This design comes from an exercise in tuning for small area, a short achievable clock period and few clock cycles on the open sky130 flow, not from production work. RTL that was checked went through simulation tests only; none was proved equivalent to the original.

==> 01-22 <==
Design fwdkm_seq, start of the top module:
module fwdkm_seq #(
  parameter int unsigned NJ    = 3,
  parameter int unsigned ANG_W = 32,
  parameter int unsigned COS_W = 32,
  parameter int unsigned LEN_W = 16,
  parameter int unsigned ACC_W = 64
) (
  input  logic                 clk,
  input  logic                reset,
  input  logic                in_valid,
  output logic                in_ready,
  input  logic [ANG_W-1:0]    yaw_ang,
  input  logic [NJ*ANG_W-1:0] jnt_ang,
  input  logic [NJ*ANG_W-1:0] jnt_off,
  input  logic [NJ*LEN_W-1:0] link_len,
  input  logic [LEN_W-1:0]    base_h,
  output logic                cos_req_valid,
  input  logic                cos_req_ready,
  output logic [ANG_W-1:0]    cos_req_angle,
  input  logic                cos_rsp_valid,
  input  logic [COS_W-1:0]    cos_rsp_data,
  output logic                out_valid,
  input  logic                out_ready,
  output logic [ACC_W-1:0]    pos_x,
  output logic [ACC_W-1:0]    pos_y,
  output logic [ACC_W-1:0]    pos_z,
  output logic                busy
);
==> flow/config.mk <==
export PLATFORM = sky130hd
export DESIGN_NAME = fwdkm_seq
export DESIGN_NICKNAME = fwdkm_seq
export VERILOG_FILES = /design/flow/design.v
export SDC_FILE = /design/flow/constraint.sdc
export NUM_CORES = 4
export LEC_CHECK = 0
export CAP_MARGIN = 20
export CORE_MARGIN = 2
export CORE_UTILIZATION = 40
export SLEW_MARGIN = 20
export SYNTH_HIERARCHICAL = 1
==> flow/constraint.sdc <==
create_clock -name core_clock -period 13.0 [get_ports {clk}]
set_input_delay 2.6000 -clock core_clock [delete_from_list [all_inputs] [get_ports {clk}]]
set_output_delay 2.6000 -clock core_clock [all_outputs]
set_load 0.01 [all_outputs]
run.sh (not shown) runs the stock make flow with config.mk's settings and CLKGATE_MAP_FILE= SYNTH_SCRIPT=/design/flow/synth_recipe.tcl, a recipe that flattens the netlist after the stock synthesis.
==> 10-12: changes against 01-22 <==
==> flow/flow/run.sh (new file) <==
#!/bin/bash
set -euo pipefail
bash standard.sh SETUP_SLACK_MARGIN=7.5 finish > standard_flow.log 2>&1
==> flow/standard.sh (new file) <==
#!/bin/bash
# synth_recipe.tcl (not shown) runs the flow's synth.tcl, then flattens the netlist and writes it again
# the make line also repeats each setting of config.mk as NAME=value (left out here)
make -C /OpenROAD-flow-scripts/flow DESIGN_CONFIG=/design/flow/config.mk WORK_HOME=/design/flow/orfs CLKGATE_MAP_FILE= SYNTH_SCRIPT=/design/flow/synth_recipe.tcl "${@:-finish}"
removed: flow/run.sh
==> notes <==
Of 10-12 and 01-22, 10-12 has the higher routed wire length (gap about 5%, measured against 01-22). Of 01-22 and 10-12, 10-12 has the higher register-to-register slack (gap 0.84 ns). Against 01-22, the critical path depth of 10-12 is higher by 1. Between 01-22 and 10-12, the lower sequential share of layout area is in 10-12 (gap 1.1 points).
==> figures <==
quantity	10-12	01-22
# nets final	6820	6728
Worst r2r path cells	22	21
First-pass GRT wire length	275000 um	264000 um
Status	timing/DRC/antenna clean	timing/DRC/antenna clean
Clk_skew	0.0502 ns	0.0411 ns
Worst-skew pair later-pin latency	0.71 ns	0.73 ns
Crit path setup slack, layout	6.77 ns	5.93 ns
Layout-to-synthesis area ratio	1.200x	1.154x
Beginning of the worst hold path	y_q[47]$_DFFE_PP_	y_q[48]$_DFFE_PP_
Critical path capture point	x_q[48]$_DFFE_PP_	x_q[49]$_DFFE_PP_
Pre-Repair DR Iteration Count	6	7
No functional check of the RTL was part of any run of this note.

---

==> 09-09: inputs <==
fwdkm_seq, a different RTL version from the one above (not shown whole).
Settings: LEC_CHECK=0, CAP_MARGIN=20, CORE_MARGIN=5, CORE_UTILIZATION=55, CTS_BUF_LIST=sky130_fd_sc_hd__clkbuf_8, CTS_CLUSTER_DIAMETER=80, CTS_CLUSTER_SIZE=15, SLEW_MARGIN=20, SYNTH_HIERARCHICAL=1, TNS_END_PERCENT=0; clock period 13.0 ns.
standard.sh (not shown) runs the stock make flow with config.mk's settings and CLKGATE_MAP_FILE= SYNTH_SCRIPT=/design/flow/synth_recipe.tcl, a recipe that flattens the netlist after the stock synthesis.
==> flow/flow/run.sh <==
#!/bin/bash
set -euo pipefail
bash standard.sh SETUP_SLACK_MARGIN=7.5 'BUFFER_PORTS_ARGS=-buffer_cell sky130_fd_sc_hd__buf_1' finish > standard_flow.log 2>&1
==> 06-24 (differences from 09-09) <==
CORE_UTILIZATION = 40   (was 55)
==> load_flow_metrics.sql <==
INSERT INTO impl_metrics (metric_group, metric, value, unit) VALUES
('final_layout', 'post_route_cells_drive_above_1_share', '0.0767', ''),
('final_layout', 'layout.cells.most_common_list', '682 x sky130_fd_sc_hd__xnor2_1, 567 x sky130_fd_sc_hd__edfxtp_1, 553 x sky130_fd_sc_hd__buf_1', ''),
('final_layout', 'clock_buffers', '57', ''),
('global_routing', 'groute.layer.met1.usage', '0.398', ''),
('final_layout', 'layout.clock.cell_area_share', '0.0183', ''),
('place', 'placed_cells', '6592', ''),
('routing', 'avgRoutedWirePerCell', '23.7', 'microns'),
('final_layout', 'buffer_area_frac', '0.0481', ''),
('routing', 'dr.pass1.iters', '7', ''),
('global_routing', 'via_count_of_the_first_global_routing_pass', '40200', ''),
('sta', 'finalCriticalPeriod', '5.90', 'ns'),
('setup_path', 'highest_delay_cell_along_the_critical_path', 'sky130_fd_sc_hd__dfrtp_4', ''),
('final_layout', 'fin_area', '61700', 'sq um'),
('sta', 'fin_crit_sh', '0.453', ''),
('floorplanning', 'core.rowCount', '118', ''),
('run_status', 'status', 'finished clean', '');
The numbers above come from 09-09.

==> load_flow_metrics.sql <==
INSERT INTO impl_metrics (metric_group, metric, value, unit) VALUES
('floorplanning', 'core.rowCount', '139', ''),
('final_layout', 'fin_area', '62100', 'sq um'),
('final_layout', 'clock_buffers', '60', ''),
('global_routing', 'grt_overflow', '0', ''),
('global_routing', 'groute.layer.met1.usage', '0.294', ''),
('final_layout', 'layout.clock.cell_area_share', '0.0200', ''),
('final_layout', 'layout.cells.most_common_list', '682 x sky130_fd_sc_hd__xnor2_1, 567 x sky130_fd_sc_hd__edfxtp_1, 553 x sky130_fd_sc_hd__buf_1', ''),
('run_status', 'status', 'finished clean', ''),
('clock_network', 'cts_setup_buffers', '12', ''),
('global_routing', 'via_count_of_the_first_global_routing_pass', '41000', ''),
('routing', 'dr.pass1.iters', '6', ''),
('final_layout', 'post_route_cells_drive_above_1_share', '0.0708', ''),
('final_layout', 'buffer_area_frac', '0.0458', ''),
('sta', 'fin_crit_sh', '0.452', ''),
('setup_path', 'highest_delay_cell_along_the_critical_path', 'sky130_fd_sc_hd__fa_2', ''),
('place', 'placed_cells', '7117', '');
The numbers above come from 06-24.

Testbench counts of 09-09, summed over its fixed seeds: cycles 3,144.
Testbench counts of 06-24, summed over its fixed seeds: cycles 3,144.

[static timing again, ports no longer ideal]
The flow's constraints put no driver on any port. The routed layouts listed below were extracted and timed again, unchanged, in two steps. Step 1, drivers: a clkbuf_16 drives clk and a buf_2 each remaining input, both assumed. Step 2 times the ports against the registers' clock, not the clock port: input delays grow and output delays shrink by t, the midpoint of the rising clock arrivals with the driver on. Three values: ideal, step 1, step 2; two values: the first two.
| run | shift t [ns] | setup WS [ns] | hold WS [ns] | worst setup path at the end | pins driven straight from the clock port |
|---|---|---|---|---|---|
| 01-22 | 0.776 | 5.926 / 5.926 / 5.926 | 0.437 / 0.437 / 0.437 | register to register | 1 |
| 10-12 | 0.769 | 6.770 / 6.770 / 6.770 | 0.445 / 0.445 / 0.445 | register to register | 1 |
| 09-09 | 0.815 | 7.105 / 7.078 / 7.001 | 0.407 / 0.407 / 0.407 | input to register | 1 |
| 06-24 | 0.861 | 7.123 / 7.055 / 6.882 | 0.423 / 0.423 / 0.423 | input to register | 1 |
After both steps setup and hold are still met in every run listed. The setup slack of 06-24, which loses most, moves by -0.068 ns with the drivers and by -0.241 ns with both steps.
